Context: an optimization exercise on an open-source flow, tuned for a short achievable clock period and few clock cycles. The choices shown serve that exercise and are no tape-out recipe.
Function was checked by simulation only, so behaviour that the tests miss may differ from the original.
Power is estimated from default activity; no workload was simulated.

`run.sh`:
```
#!/bin/bash
# synth_recipe.tcl (not shown) runs the flow's synth.tcl, then flattens the netlist and writes it again
# the make line also repeats each setting of config.mk as NAME=value (left out here)
make -C /OpenROAD-flow-scripts/flow DESIGN_CONFIG=/design/flow/config.mk WORK_HOME=/design/flow/orfs CLKGATE_MAP_FILE= SYNTH_SCRIPT=/design/flow/synth_recipe.tcl finish
```
`config.mk`:
```
export PLATFORM = sky130hd
export DESIGN_NAME = cpuTop
export DESIGN_NICKNAME = cpuTop
export VERILOG_FILES = /design/flow/design.v
export SDC_FILE = /design/flow/constraint.sdc
export NUM_CORES = 4
export LEC_CHECK = 0
export ABC_AREA = 0
export ABC_CLOCK_PERIOD_IN_PS = 2500
export CAP_MARGIN = 20
export CORE_MARGIN = 2
export CORE_UTILIZATION = 40
export SETUP_SLACK_MARGIN = 5
export SLEW_MARGIN = 20
```
`constraint.sdc`:
```
create_clock -name core_clock -period 9.0 [get_ports {Clk}]
set_input_delay 1.8000 -clock core_clock [delete_from_list [all_inputs] [get_ports {Clk}]]
set_output_delay 1.8000 -clock core_clock [all_outputs]
set_load 0.01 [all_outputs]
```
`design.v`:
```
package cpuPkg;
    typedef logic [32-1:0] word_t;
    typedef logic [$clog2(16)-1:0] regIdx_t;
    typedef enum logic [3:0] {
        OP_AND   = 4'd0,
        OP_EOR   = 4'd1,
        OP_SUB   = 4'd2,
        OP_RSB   = 4'd3,
        OP_ADD   = 4'd4,
        OP_ORR   = 4'd12,
        OP_MOV   = 4'd13,
        OP_PASSA = 4'd14,
        OP_INC4  = 4'd15
    } aluOp_t;
    typedef enum logic [3:0] {
        FETCH0, FETCH1, DECODE, DPREG, DPIMM, MEMADDR,
        LOADWAIT, LOADWB, STOREDATA, STOREWAIT, HALT
    } microState_t;
    typedef enum logic [1:0] {SEQ, DISPATCH, WAITACK, STOP} nextSel_t;
    typedef enum logic [1:0] {A_RN, A_RD, A_PC} aSel_t;
    typedef enum logic [1:0] {B_REG, B_IMM8, B_OFF12, B_MDR} bSel_t;
    typedef struct packed {
        logic        regWrite;
        logic        irLoad;
        logic        marLoad;
        logic        mdrLoad;
        logic        mdrFromBus;
        logic        busReq;
        logic        busWrite;
        aSel_t       aSel;
        bSel_t       bSel;
        aluOp_t      aluOpSel;
        logic        useInstrOp;
        logic        cSelPc;
        nextSel_t    nextSel;
        microState_t target;
    } microWord_t;
endpackage
`timescale 1ns/100ps
module ksAdd #(parameter int W = 32) (
    input  logic [W-1:0] a,
    input  logic [W-1:0] b,
    input  logic         cin,
    output logic [W-1:0] s
);
    localparam int L = $clog2(W);
    logic [W-1:0] g [0:L];
    logic [W-1:0] p [0:L];
    logic [W-1:0] c;
    always_comb begin
        g[0] = a & b;
        p[0] = a ^ b;
        g[0][0] = (a[0] & b[0]) | ((a[0] ^ b[0]) & cin);
        for (int k = 0; k < L; k++) begin
            for (int i = 0; i < W; i++) begin
                if (i >= (1 << k)) begin
                    g[k+1][i] = g[k][i] | (p[k][i] & g[k][i - (1 << k)]);
                    p[k+1][i] = p[k][i] & p[k][i - (1 << k)];
                end else begin
                    g[k+1][i] = g[k][i];
                    p[k+1][i] = p[k][i];
                end
            end
        end
        c = {g[L][W-2:0], cin};
        s = (a ^ b) ^ c;
    end
endmodule
`timescale 1ns/100ps
module cpuTop (
    input  logic        Clk,
    input  logic        reset,
    output logic        Cyc,
    output logic        Stb,
    output logic        We,
    output logic [31:0] Adr,
    output logic [31:0] DatO,
    input  logic [31:0] DatI,
    input  logic        Ack,
    output logic        Halted
);
    logic clr;     
    logic fw;      
    logic fs;      
    logic lsa;     
    logic lw;      
    logic rdv;     
    logic exv;     
    logic stbQ, weQ, haltQ;
    logic [31:0] ir, pc, adrQ, datoQ;
    logic [31:0] regs [0:14];
    logic [15:0] selN, selM, selD;    
    logic [31:0] opA, opB, res2;
    logic        exArith, exCin, exPc, ldPc;
    logic [14:0] exWen;
    logic [3:0] dOp;
    logic       dOpOk, dDp, dLs, dPcw, dCont, dHalt;
    assign dOp   = DatI[24:21];
    assign dOpOk = (dOp == 4'd0) || (dOp == 4'd1) || (dOp == 4'd2) || (dOp == 4'd3) ||
                   (dOp == 4'd4) || (dOp == 4'd12) || (dOp == 4'd13);
    assign dDp   = !DatI[20] && dOpOk &&
                   ((DatI[27:25] == 3'b000 && DatI[11:4] == 8'h00) ||
                    (DatI[27:25] == 3'b001 && DatI[11:8] == 4'h0));
    assign dLs   = (DatI[27:25] == 3'b010) && (DatI[24:21] == 4'b1100);
    assign dPcw  = (DatI[15:12] == 4'hf);
    assign dCont = dDp && !dPcw;
    assign dHalt = !dDp && !dLs;
    logic [3:0]  op;
    logic [31:0] va, vm, vd, vb;
    logic [19:0] vaHiInc;
    logic [31:0] rf [0:15];
    logic [19:0] rfHiInc [0:15];
    assign op = ir[24:21];
    always_comb begin
        for (int i = 0; i < 15; i++) rf[i] = regs[i];
        rf[15] = pc;    
        for (int i = 0; i < 16; i++) rfHiInc[i] = rf[i][31:12] + 20'd1;
    end
    always_comb begin
        va = '0;
        vm = '0;
        vd = '0;
        vaHiInc = '0;
        for (int i = 0; i < 16; i++) begin
            va      = va      | (rf[i] & {32{selN[i]}});
            vm      = vm      | (rf[i] & {32{selM[i]}});
            vd      = vd      | (rf[i] & {32{selD[i]}});
            vaHiInc = vaHiInc | (rfHiInc[i] & {20{selN[i]}});
        end
    end
    assign vb = ir[25] ? {24'h0, ir[7:0]} : vm;
    logic [12:0] adrLo;
    logic [31:0] lsAdr;
    assign adrLo = {1'b0, va[11:0]} + {1'b0, ir[11:0]};
    assign lsAdr = {adrLo[12] ? vaHiInc : va[31:12], adrLo[11:0]};
    logic [31:0] sum, wdata, pc4;
    logic        jmp;
    ksAdd #(.W(32)) uSum (.a(opA), .b(opB), .cin(exCin), .s(sum));
    assign wdata = exArith ? sum : res2;
    assign jmp   = exv && exPc;
    assign pc4   = pc + 32'd4;
    logic ackNext;    
    assign ackNext = fw ? dCont : !ldPc;
    always_ff @(posedge Clk) begin
        clr <= reset;
        if (reset) begin
            fw    <= 1'b0;
            fs    <= 1'b0;
            lsa   <= 1'b0;
            lw    <= 1'b0;
            rdv   <= 1'b0;
            exv   <= 1'b0;
            stbQ  <= 1'b0;
            haltQ <= 1'b0;
        end else begin
            stbQ  <= Ack ? ackNext : (stbQ || clr || lsa || jmp);
            fw    <= Ack ? ackNext : (fw || clr || jmp);
            fs    <= Ack ? ackNext : (clr || jmp);
            lw    <= Ack ? 1'b0 : (lw || lsa);
            lsa   <= Ack && fw && dLs;
            rdv   <= Ack && fw && dDp;
            haltQ <= haltQ || (Ack && fw && dHalt);
            exv   <= rdv || (Ack && lw && !weQ);
        end
    end
    logic [31:0] adrNoAck, pcNext;
    always_comb begin
        if (clr)      adrNoAck = '0;
        else if (lsa) adrNoAck = lsAdr;
        else if (jmp) adrNoAck = wdata;
        else          adrNoAck = adrQ;
        if (clr)      pcNext = '0;
        else if (jmp) pcNext = wdata;
        else if (fs)  pcNext = pc4;
        else          pcNext = pc;
    end
    always_ff @(posedge Clk) begin
        if (fw) begin
            ir <= DatI;
            for (int i = 0; i < 16; i++) begin
                selN[i] <= (DatI[19:16] == 4'(i));
                selM[i] <= (DatI[3:0] == 4'(i));
                selD[i] <= (DatI[15:12] == 4'(i));
            end
        end
        pc   <= pcNext;
        adrQ <= Ack ? pc : adrNoAck;
        weQ  <= Ack ? 1'b0 : (lsa ? !ir[20] : (weQ && !clr));
        if (lsa) begin
            datoQ   <= vd;
            exArith <= 1'b0;
            ldPc    <= ir[20] && selD[15];
        end
        if (rdv) begin
            exArith <= (op == 4'd2) || (op == 4'd3) || (op == 4'd4) || (op == 4'd13);
            exCin   <= (op == 4'd2) || (op == 4'd3);
            opA     <= (op == 4'd13) ? 32'h0 : ((op == 4'd3) ? ~va : va);
            opB     <= (op == 4'd2) ? ~vb : vb;
            case (op)
                4'd0:    res2 <= va & vb;
                4'd1:    res2 <= va ^ vb;
                default: res2 <= va | vb;
            endcase
        end
        if (rdv || lsa) begin
            exPc  <= selD[15];
            exWen <= selD[14:0];
        end
        if (lw) res2 <= DatI;
        for (int i = 0; i < 15; i++) begin
            if (clr) regs[i] <= '0;
            else if (exv && exWen[i]) regs[i] <= wdata;
        end
    end
    assign Cyc    = stbQ;
    assign Stb    = stbQ;
    assign We     = weQ;
    assign Adr    = adrQ;
    assign DatO   = datoQ;
    assign Halted = haltQ;
endmodule
```
==> qor.json, run 1 <==
{
  "pin_count": 103,
  "grt_pass1_wl_mm": 382,
  "synth-seq-area-share_pct": 37.3,
  "slew_violations": 0,
  "globalplace.congestion": 1.16,
  "number_of_enable_flip_flop_cells_after_synthesis": 245,
  "layout.core_utilization_pct": 46.0,
  "full_die_area_sq_um": 122000,
  "mappedNetlistNets": 5750,
  "critPathArrivalTime_ns": 4.74,
  "path_delay_family": "simple AND/OR/NAND/NOR gates",
  "syn-instance-count": 5588,
  "floorplan.die.width_um": 350,
  "total_power_w": 0.00822,
  "drtAntennaViolNets": 0,
  "most_frequent_cell_after_synthesis": "sky130_fd_sc_hd__nor2_1",
  "wire_per_inst_um": 39.7,
  "worst-endpoint-required_ns": 9.44,
  "leakage_nw": 18.8,
  "initial_antenna_violation_count": 15,
  "num-fill-cells": 11337,
  "max_slew.worst_pin.slew_ns": 1.31,
  "worst-path-buf-inv": 0,
  "synth_top_area_share_pct": 21.9,
  "grt_overflow_total": 0,
  "cts-root-buf": "sky130_fd_sc_hd__clkbuf_16",
  "holdCritPathClass": "reg2reg",
  "maxSlewHeadroom_pct": 12.9,
  "synth.yosys.warnings": 7,
  "path_depth": 10,
  "aggregate_routed_wire_length_mm": 279,
  "max_stage_delay_ns": 0.67,
  "via_count_of_the_first_global_routing_pass": 46797,
  "route.detailed.vias_per_inst": 7.41,
  "fin_tns_setup_ns": 0,
  "tritoncts": "built",
  "power_density_relative_to_cell_area_nw_per_um2": 151,
  "synthArstFlopShare_pct": 0,
  "number_of_buffers_created_by_cts": 88,
  "start_util_pct": 40.4,
  "final_worst_slack_ns": 4.70,
  "post_route_cells_drive_above_1_share_pct": 10.8,
  "routed-via-count": 52096,
  "grt_max_degree": 201,
  "drv_cap": 0,
  "synth_top_flop_cell": "sky130_fd_sc_hd__dfxtp_1",
  "num-nets-final": 5565,
  "port-buffer-count": 102,
  "area_growth_syn_to_layout_pct": 13.8,
  "clk_pin_slew_ns": 0.06,
  "detail_route.first_pass.iterations": 13,
  "placementRows": 126,
  "grt_usage_pct": 44.3,
  "cts.htree.levels": 3,
  "worst-path-max-fanout": 8,
  "syn-mean-instance-area_sq_um": 8.55,
  "detail_route.drc_violations": 0,
  "finalSetupViolations": 0,
  "worst-setup-path-type": "reg2reg",
  "clk-insertion-delay-late_ns": 0.75,
  "synth.area.top_cells": "sky130_fd_sc_hd__dfxtp_1, sky130_fd_sc_hd__edfxtp_1, sky130_fd_sc_hd__a211oi_1",
  "core_area_sq_um": 118000,
  "finalHoldViolations": 0,
  "outcome": "complete, no violations",
  "rsz0062_at_grt": "true",
  "cp_slowest_cell": "sky130_fd_sc_hd__and4_1",
  "sort_of_element_at_the_start_of_the_critical_path": "flip-flop",
  "dp_hpwl_mm": 183,
  "synth-seq-cells": 767,
  "ctsLongestPathBuffers": 3,
  "worst_ir_drop_on_vdd_mv": 0.160,
  "finalCriticalPeriod_ns": 4.30,
  "synthTopCellsByCount": "sky130_fd_sc_hd__nor2_1, sky130_fd_sc_hd__clkbuf_1, sky130_fd_sc_hd__dfxtp_1, sky130_fd_sc_hd__a211oi_1, sky130_fd_sc_hd__nand2_1",
  "place_ws_ns": 3.84,
  "die_h_um": 350,
  "hold_depth": 2,
  "synth_top_cell_by_area": "sky130_fd_sc_hd__dfxtp_1",
  "r2r_cells": 10,
  "skew_ns": 0.0699,
  "cts.sink_count": 767,
  "syn_area_sq_um": 47800,
  "critical_path.endpoint_type": "flip-flop",
  "max_clock_freq_ghz": 0.233,
  "synth_cell_types": 82,
  "path_cells": "ha_1 > and4_1 > nand3_1 > xnor2_1 > a222oi_1 > o221ai_1 > nor4_1 > nand4_1 > o21ai_1 > o211ai_1",
  "drt_iter0_drc": 10356,
  "period_share_pct": 47.7
}
-- worst reg2reg max path, delay by kind of cell, from the launching register on --
family	cells	cell delay, ns
compound gates	4	1.08
xor+xnor	1	0.18
fa+ha+maj	1	0.29
flops	1	0.60
simple gates	4	1.86
-- sequential cells by signal, summed over array words and instances, names as in the netlist, 15 cells and up --
signal and flops:
regs 480, selN 16, pc 32, opA 32
exWen 15, selD 16, res2 32, opB 32
ir 18, selM 16, adrQ 32, datoQ 32
-- layer usage --
metal	track usage, %	vias up	part of all wire [%]
met4	37.6	2	11
met3	16.5	1728	13
li1	-	20695	-
met5	0.706	-	0.0075
met2	62.2	4901	40
met1	53.3	24770	35
-- final cells by class --
| type | instances | area (sq um) | share of cell area (%) |
|---|---|---|---|
| clock inverters | 42 | 477 | 0.876 |
| well taps | 1536 | 1920 | 3.53 |
| diodes | 22 | 55.1 | 0.101 |
| multi-input cells | 4058 | 27700 | 50.9 |
| repair buffers | 363 | 3370 | 6.20 |
| flip-flops and latches | 767 | 17800 | 32.8 |
| clock buffers | 122 | 2590 | 4.76 |
| inverters | 125 | 473 | 0.869 |
-- power by group --
part	switching, W	total, W	internal (W)	leakage [nW]
logic	0.000590	0.000728	0.000138	10.7
clock network	0.00168	0.00384	0.00216	1.51
registers	0.0000469	0.00365	0.00360	6.60
total	0.00232	0.00822	0.00590	18.8
-- logic make-up (layout without fill, tap and decap cells) --
group                    count (synthesis)  after routing  share of synthesized area [%]
XOR/XNOR                               404            404                           7.40
multiplexers                            64             64                           1.55
adder cells (fa/ha/maj)                127            127                           3.37
flip-flops                             767            767                           37.3
buffers and inverters                  769            652                           6.17
AND/OR/NAND/NOR                       1729           1729                           16.6
other                                    0             22                              0
AO/OA/AOI/OAI                         1728           1734                           27.6
-- worst paths after layout --
path                                  start       end  slack, ns
worst max-delay path            regs[8][12]  adrQ[24]       4.70
worst min-delay path                  haltQ     haltQ       0.48
worst max register to register  regs[8][12]  adrQ[24]       4.70
worst min register to register        haltQ     haltQ       0.48
-- what timing repair did --
item | 4_1_cts | 5_1_grt
gates resized for setup | 75 | 62
endpoints found under the setup margin | 29 | 82
pin swaps | 28 | 40
gates cloned | 10 | 1
hold buffers | 0 | 0
buffers inserted | 31 | 25
-- layout by cell type, fill, tap and decap left out, types with 14 or more instances in the layout --
master	count
sky130_fd_sc_hd__xnor2_1	226
sky130_fd_sc_hd__o22ai_1	22
sky130_fd_sc_hd__clkbuf_8	15
sky130_fd_sc_hd__nor2_4	14
sky130_fd_sc_hd__a31oi_1	17
sky130_fd_sc_hd__a22o_1	264
sky130_fd_sc_hd__nor4_1	22
sky130_fd_sc_hd__nand4_1	163
sky130_fd_sc_hd__a22oi_1	330
sky130_fd_sc_hd__edfxtp_1	245
sky130_fd_sc_hd__clkinv_2	20
sky130_fd_sc_hd__a21o_1	20
sky130_fd_sc_hd__ha_1	117
sky130_fd_sc_hd__a21oi_1	105
sky130_fd_sc_hd__o21ai_0	125
sky130_fd_sc_hd__inv_1	117
sky130_fd_sc_hd__a222oi_1	19
sky130_fd_sc_hd__a311oi_1	17
sky130_fd_sc_hd__nor3_1	92
sky130_fd_sc_hd__nand2b_1	23
sky130_fd_sc_hd__a211oi_1	419
sky130_fd_sc_hd__nor2_1	647
sky130_fd_sc_hd__xor2_1	178
sky130_fd_sc_hd__buf_12	16
sky130_fd_sc_hd__dfxtp_1	516
sky130_fd_sc_hd__buf_4	223
sky130_fd_sc_hd__mux2_2	40
sky130_fd_sc_hd__clkbuf_16	93
sky130_fd_sc_hd__nand2_1	402
sky130_fd_sc_hd__diode_2	22
sky130_fd_sc_hd__mux2i_1	19
sky130_fd_sc_hd__and2_2	16
sky130_fd_sc_hd__buf_6	14
sky130_fd_sc_hd__clkdlybuf4s50_1	101
sky130_fd_sc_hd__and3_1	42
sky130_fd_sc_hd__and4_1	47
sky130_fd_sc_hd__nand3_1	175
sky130_fd_sc_hd__a221oi_1	277
-- per-stage QoR --
stage               instances  area, sq um  hold slack, ns
global route             7013        54300           0.525
CTS                      6985        53800           0.482
global placement         6780        49900           0.461
finish                   7035        54400           0.478
floorplan                5588        47800           0.461
detailed placement       6780        49900           0.468
Testbench counts, summed over its fixed seeds: cycles 60,435.
==> run 2, diff against run 1 <==
--- a/design.v
+++ b/design.v
@@ -82,6 +82,7 @@
     logic clr;     
     logic fw;      
     logic fs;      
+    logic lsr;     
     logic lsa;     
     logic lw;      
     logic rdv;     
@@ -107,32 +108,26 @@
     assign dHalt = !dDp && !dLs;
     logic [3:0]  op;
     logic [31:0] va, vm, vd, vb;
-    logic [19:0] vaHiInc;
     logic [31:0] rf [0:15];
-    logic [19:0] rfHiInc [0:15];
     assign op = ir[24:21];
     always_comb begin
         for (int i = 0; i < 15; i++) rf[i] = regs[i];
         rf[15] = pc;    
-        for (int i = 0; i < 16; i++) rfHiInc[i] = rf[i][31:12] + 20'd1;
     end
     always_comb begin
         va = '0;
         vm = '0;
         vd = '0;
-        vaHiInc = '0;
         for (int i = 0; i < 16; i++) begin
             va      = va      | (rf[i] & {32{selN[i]}});
             vm      = vm      | (rf[i] & {32{selM[i]}});
             vd      = vd      | (rf[i] & {32{selD[i]}});
-            vaHiInc = vaHiInc | (rfHiInc[i] & {20{selN[i]}});
         end
     end
     assign vb = ir[25] ? {24'h0, ir[7:0]} : vm;
-    logic [12:0] adrLo;
-    logic [31:0] lsAdr;
-    assign adrLo = {1'b0, va[11:0]} + {1'b0, ir[11:0]};
-    assign lsAdr = {adrLo[12] ? vaHiInc : va[31:12], adrLo[11:0]};
+    logic [31:0] baseQ, lsAdr;
+    logic [11:0] offQ;
+    ksAdd #(.W(32)) uAdr (.a(baseQ), .b({20'h0, offQ}), .cin(1'b0), .s(lsAdr));
     logic [31:0] sum, wdata, pc4;
     logic        jmp;
     ksAdd #(.W(32)) uSum (.a(opA), .b(opB), .cin(exCin), .s(sum));
@@ -146,6 +141,7 @@
         if (reset) begin
             fw    <= 1'b0;
             fs    <= 1'b0;
+            lsr   <= 1'b0;
             lsa   <= 1'b0;
             lw    <= 1'b0;
             rdv   <= 1'b0;
@@ -157,7 +153,8 @@
             fw    <= Ack ? ackNext : (fw || clr || jmp);
             fs    <= Ack ? ackNext : (clr || jmp);
             lw    <= Ack ? 1'b0 : (lw || lsa);
-            lsa   <= Ack && fw && dLs;
+            lsr   <= Ack && fw && dLs;
+            lsa   <= lsr;
             rdv   <= Ack && fw && dDp;
             haltQ <= haltQ || (Ack && fw && dHalt);
             exv   <= rdv || (Ack && lw && !weQ);
@@ -185,11 +182,15 @@
         end
         pc   <= pcNext;
         adrQ <= Ack ? pc : adrNoAck;
-        weQ  <= Ack ? 1'b0 : (lsa ? !ir[20] : (weQ && !clr));
-        if (lsa) begin
+        weQ  <= Ack ? 1'b0 : (lsr ? !ir[20] : (weQ && !clr));
+        if (lsr) begin
+            baseQ   <= va;
+            offQ    <= ir[11:0];
             datoQ   <= vd;
             exArith <= 1'b0;
             ldPc    <= ir[20] && selD[15];
+            exPc    <= selD[15];
+            exWen   <= selD[14:0];
         end
         if (rdv) begin
             exArith <= (op == 4'd2) || (op == 4'd3) || (op == 4'd4) || (op == 4'd13);
@@ -202,7 +203,7 @@
                 default: res2 <= va | vb;
             endcase
         end
-        if (rdv || lsa) begin
+        if (rdv) begin
             exPc  <= selD[15];
             exWen <= selD[14:0];
         end
==> flow/run.sh (new file) <==
#!/bin/bash
set -euo pipefail
bash standard.sh SETUP_SLACK_MARGIN=6.5 finish > orfs_make.log 2>&1
==> standard.sh (new file) <==
#!/bin/bash
# synth_recipe.tcl (not shown) runs the flow's synth.tcl, then flattens the netlist and writes it again
# the make line also repeats each setting of config.mk as NAME=value (left out here)
make -C /OpenROAD-flow-scripts/flow DESIGN_CONFIG=/design/flow/config.mk WORK_HOME=/design/flow/orfs CLKGATE_MAP_FILE= SYNTH_SCRIPT=/design/flow/synth_recipe.tcl "${@:-finish}"
--- a/config.mk
+++ b/config.mk
@@ -5,8 +5,6 @@
 export SDC_FILE = /design/flow/constraint.sdc
 export NUM_CORES = 4
 export LEC_CHECK = 0
-export ABC_AREA = 0
-export ABC_CLOCK_PERIOD_IN_PS = 2500
 export CAP_MARGIN = 20
 export CORE_MARGIN = 2
 export CORE_UTILIZATION = 40
removed: run.sh
==> run 2 against run 1 <==
Against the previous run:
- first-iteration DRC count decreased by 10%
- sequential share of layout area increased by 1.1 points
- critical endpoint is now adrQ[22]
- combinational power rose by 23%
- synthesized cell count fell by 19%
- clock skew is 0.038 ns lower
- wire length shrank 20%
- largest cell class unchanged
- worst hold slack worse by 0.058 ns
- count of clock-buffer cells in the layout is 15 higher
- final area up 4.0%
- global-route usage fell by 5.2 points
- critical path depth up 5
- worst setup slack better by 1.0 ns
==> qor.json, run 2 <==
{
  "outcome": "complete, no violations",
  "clk-insertion-delay-late": {"value": 0.70, "unit": "ns", "change": "-0.05 ns"},
  "most_frequent_cell_after_synthesis": "sky130_fd_sc_hd__nor2_1",
  "num-fill-cells": {"value": 9009, "change": "-21%"},
  "area_growth_syn_to_layout_pct": 34.2,
  "cts.htree.levels": {"value": 3, "change": "unchanged"},
  "full_die_area": {"value": 108000, "unit": "sq um", "change": "-12%"},
  "max_clock_freq": {"value": 0.306, "unit": "GHz", "change": "+31%"},
  "drt_iter0_drc": {"value": 9277, "change": "-10%"},
  "via_count_of_the_first_global_routing_pass": {"value": 41030, "change": "-12%"},
  "synth.area.mux_share": {"value": 1.63, "unit": "%", "change": "+0.083 points"},
  "aggregate_routed_wire_length": {"value": 225, "unit": "mm", "change": "-20%"},
  "worst_ir_drop_on_vdd": {"value": 0.138, "unit": "mV", "change": "-14%"},
  "synth_top_area_share": {"value": 24.8, "unit": "%", "change": "+3.0 points"},
  "crit-reg2reg-capture": "adrQ[22]",
  "crit_end": "adrQ[22]",
  "synth_compound_gate_area_share": {"value": 29.1, "unit": "%", "change": "+1.5 points"},
  "route.detailed.vias_per_inst": {"value": 7.26, "change": "-1.9%"},
  "synth_xor_xnor_area_share": {"value": 2.70, "unit": "%", "change": "-4.7 points"},
  "tritoncts": "built",
  "port-buffer-count": {"value": 102, "change": "unchanged"},
  "dp_hpwl": {"value": 112, "unit": "mm", "change": "-39%"},
  "post_layout_nonfiller_instances": {"value": 6206, "change": "-12%"},
  "detail_route.first_pass.iterations": {"value": 19, "change": "+6"},
  "number_of_buffers_created_by_cts": {"value": 88, "change": "unchanged"},
  "holdCritPathClass": "reg2reg",
  "num-nets-final": {"value": 4876, "change": "-12%"},
  "synth-seq-cells": {"value": 812, "change": "+5.9%"},
  "finalHoldViolations": {"value": 0, "change": "unchanged"},
  "detail_route.drc_violations": {"value": 0, "change": "unchanged"},
  "pin_count": {"value": 103, "change": "unchanged"},
  "final_cell_mix": "sky130_fd_sc_hd__nor2_1, sky130_fd_sc_hd__dfxtp_1, sky130_fd_sc_hd__edfxtp_1",
  "rsz0062_at_grt": "true",
  "r2r_cells": {"value": 15, "change": "+5"},
  "critPathArrivalTime": {"value": 3.80, "unit": "ns", "change": "-0.94 ns"},
  "start_point_of_the_worst_hold_path": "ir[10]",
  "floorplan.die.width": {"value": 329, "unit": "um", "change": "-6.0%"},
  "placementRows": {"value": 119, "change": "-5.6%"},
  "core_area": {"value": 105000, "unit": "sq um", "change": "-11%"},
  "synth_top_family_by_area": "compound AO/OA/AOI/OAI gates",
  "worst-setup-path-type": "reg2reg",
  "critical_path.endpoint_type": "flip-flop",
  "drtAntennaViolNets": {"value": 0, "change": "unchanged"},
  "synth_cell_types": {"value": 73, "change": "-11%"},
  "cts-root-buf": "sky130_fd_sc_hd__clkbuf_16",
  "number_of_enable_flip_flop_cells_after_synthesis": {"value": 289, "change": "+18%"},
  "reg2reg_from": "opA[0]",
  "top_register": "regs",
  "maxSlewHeadroom": {"value": 14.7, "unit": "%", "change": "+1.8 points"},
  "die_h": {"value": 329, "unit": "um", "change": "-6.0%"},
  "globalplace.congestion": {"value": 0.958, "change": "-17%"},
  "worst-endpoint-required": {"value": 9.52, "unit": "ns", "change": "+0.08 ns"},
  "period_share": {"value": 36.4, "unit": "%", "change": "-11 points"},
  "initial_antenna_violation_count": {"value": 16, "change": "+1"},
  "seq_area": {"value": 19200, "unit": "sq um", "change": "+7.6%"},
  "ctsLongestPathBuffers": {"value": 3, "change": "unchanged"},
  "synth_top_cell_by_area": "sky130_fd_sc_hd__dfxtp_1",
  "fin_tns_setup": {"value": 0, "unit": "ns", "change": "unchanged"},
  "grt_pass1_wl": {"value": 304, "unit": "mm", "change": "-20%"},
  "finalCriticalPeriod": {"value": 3.27, "unit": "ns", "change": "-1.02 ns"},
  "yosys.area_share.simple": {"value": 13.0, "unit": "%", "change": "-3.7 points"},
  "synthArstFlopShare": {"value": 0, "unit": "%", "change": "unchanged"},
  "post-place-cells": {"value": 5674, "change": "-16%"},
  "max_slew.worst_pin.slew": {"value": 1.28, "unit": "ns", "change": "-0.0271 ns"},
  "syn-instance-count": {"value": 4513, "change": "-19%"},
  "final_worst_slack": {"value": 5.73, "unit": "ns", "change": "+1.02 ns"},
  "slew_violations": {"value": 0, "change": "unchanged"},
  "synth-seq-area-share": {"value": 45.4, "unit": "%", "change": "+8.2 points"},
  "syn_area": {"value": 42200, "unit": "sq um", "change": "-12%"},
  "syn-mean-instance-area": {"value": 9.34, "unit": "sq um", "change": "+9.2%"},
  "drv_cap": {"value": 0, "change": "unchanged"},
  "routed-via-count": {"value": 45080, "change": "-13%"},
  "start_util": {"value": 40.2, "unit": "%", "change": "-0.26 points"},
  "multiInputGateArea": {"value": 25600, "unit": "sq um", "change": "-7.4%"},
  "worst-r2r-setup-slack": {"value": 5.73, "unit": "ns", "change": "+1.02 ns"},
  "worst-path-max-fanout": {"value": 5, "change": "-3"},
  "grt_usage": {"value": 39.1, "unit": "%", "change": "-5.2 points"},
  "synth.area.top_cells": "sky130_fd_sc_hd__dfxtp_1, sky130_fd_sc_hd__edfxtp_1, sky130_fd_sc_hd__a211oi_1",
  "cts.sink_count": {"value": 812, "change": "+5.9%"},
  "power_density_relative_to_cell_area": {"value": 150, "unit": "nW/um^2", "change": "-0.57%"},
  "wire_per_inst": {"value": 36.2, "unit": "um", "change": "-8.9%"},
  "place_ws": {"value": 4.85, "unit": "ns", "change": "+1.01 ns"},
  "layout_commonest_cell": "sky130_fd_sc_hd__nor2_1",
  "clk_pin_slew": {"value": 0.06, "unit": "ns", "change": "about the same"},
  "grt_overflow_total": {"value": 0, "change": "unchanged"},
  "post_route_cells_drive_above_1_share": {"value": 30.9, "unit": "%", "change": "+20 points"},
  "mappedNetlistNets": {"value": 4658, "change": "-19%"},
  "critPathLaunch": "opA[0]",
  "leakage": {"value": 20.1, "unit": "nW", "change": "+6.5%"},
  "synthTopCellsByCount": "sky130_fd_sc_hd__nor2_1, sky130_fd_sc_hd__dfxtp_1, sky130_fd_sc_hd__a211oi_1, sky130_fd_sc_hd__clkbuf_1, sky130_fd_sc_hd__edfxtp_1",
  "finalSetupViolations": {"value": 0, "change": "unchanged"},
  "skew": {"value": 0.0319, "unit": "ns", "change": "-0.0380 ns"},
  "grt_max_degree": {"value": 184, "change": "-8.5%"},
  "synth.yosys.warnings": {"value": 6, "change": "-1"},
  "synth-adder-area-share": {"value": 3.32, "unit": "%", "change": "-0.054 points"},
  "sort_of_element_at_the_start_of_the_critical_path": "flip-flop",
  "synth_top_flop_cell": "sky130_fd_sc_hd__dfxtp_1",
  "largest_register_ff_count": {"value": 480, "change": "unchanged"},
  "cts.hold.buffers_added": {"value": 0, "change": "unchanged"}
}
## run 2: cell families (layout without fill, tap and decap cells)
kind of cell               after synthesis  in the layout
DFF                                    812            812
buffers and inverters                  537            827
AOI/OAI and AO/OA                     1625           1625
xor gates and xnor gates               130            130
muxes                                   64             64
other                                    0             10
adders and majority gates              110            110
and+or+nand+nor                       1235           1237
## run 2: final cells by class
type | instances | area share, %
Clock buffer | 137 | 4.66
Timing Repair Buffer | 570 | 12.0
Sequential cell | 812 | 33.9
Antenna cell | 10 | 0.0442
Inverter | 93 | 0.633
Clock inverter | 27 | 0.394
Tap cell | 1391 | 3.08
Multi-Input combinational cell | 3166 | 45.3
## run 2: per-stage QoR
step	util, %	hold WS [ns]	power, W	instance area (sq um)
after CTS	50.7	0.421	0.00831	53200
after global placement	42.8	0.404	0.00448	45000
after floorplan	-	0.400	0.00415	43200
after detailed placement	42.8	0.405	0.00448	45000
final	53.9	0.420	0.00849	56600
after global routing	53.9	0.435	0.00857	56500
## run 2: routing by layer
metal	vias up	part of all wire (%)	global-route usage, %
li1	17827	-	-
met1	21360	34	48.4
met2	4309	39	53.3
met3	1568	16	16.7
met4	16	11	30.1
met5	-	0.092	0.399
## run 2: critical path: stages (launching register included)
cell	delay, ns
sky130_fd_sc_hd__edfxtp_1	0.36
sky130_fd_sc_hd__fa_2	0.23
sky130_fd_sc_hd__inv_2	0.04
sky130_fd_sc_hd__fa_2	0.35
sky130_fd_sc_hd__nor2b_4	0.15
sky130_fd_sc_hd__o21ai_4	0.07
sky130_fd_sc_hd__buf_6	0.12
sky130_fd_sc_hd__a21oi_4	0.23
sky130_fd_sc_hd__a211oi_4	0.09
sky130_fd_sc_hd__buf_6	0.15
sky130_fd_sc_hd__buf_12	0.12
sky130_fd_sc_hd__nor3b_4	0.31
sky130_fd_sc_hd__buf_6	0.15
sky130_fd_sc_hd__mux2_4	0.29
sky130_fd_sc_hd__a221oi_2	0.20
sky130_fd_sc_hd__a22o_1	0.24
## run 2: worst min path at each step
stage / endpoint / slack, ns / cells past startpoint
floorplan: offQ[10] / 0.40 / 0
global placement: offQ[10] / 0.40 / 0
detailed placement: offQ[9] / 0.41 / 0
CTS: offQ[10] / 0.42 / 0
global route: offQ[10] / 0.43 / 0
finish: offQ[10] / 0.42 / 0
## run 2: repair_timing
item	CTS	global route
setup endpoints to repair	739	646
pin swaps	161	197
buffers inserted	214	103
gates resized for setup	984	484
cloned	26	15
## run 2: where the power goes
group / leakage (nW) / total [W] / internal, W / switching, W
combinational: 11.5 / 0.000899 / 0.000248 / 0.000652
clock: 1.40 / 0.00373 / 0.00210 / 0.00163
sequential: 7.13 / 0.00387 / 0.00383 / 0.0000413
Testbench counts of run 2, summed over its fixed seeds: cycles 64,112.

## what the ideal ports hide
The results above use ideal ports. As a check the final layouts listed here were re-extracted and re-timed, cells and wires unchanged. Step 1: set_driving_cell puts a clkbuf_16 on Clk and a buf_2 on each other input, an assumption about the parent block. Step 2 moves the port delays by t, midway between the first and last clock arrival at a register: inputs arrive t later, outputs are due t later. That takes back most of the time a late clock gives input paths. Slacks: ideal ports / drivers / drivers and shift; pairs: ideal ports / drivers.
run | shift t [ns] | setup slack, ns | worst setup path at the end | clock arrival spread, ns | cell pins on the clock port's net
run 1 | 0.791 | 4.705 / 4.705 / 4.705 | register to register | 0.077 / 0.077 | 1
run 2 | 0.755 | 5.728 / 5.728 / 5.469 | input to register | 0.032 / 0.032 | 1
After both steps every run listed still meets setup and hold. For run 2, which loses most, drivers alone change the setup slack by 0.000 ns; drivers and shift together by -0.259 ns.
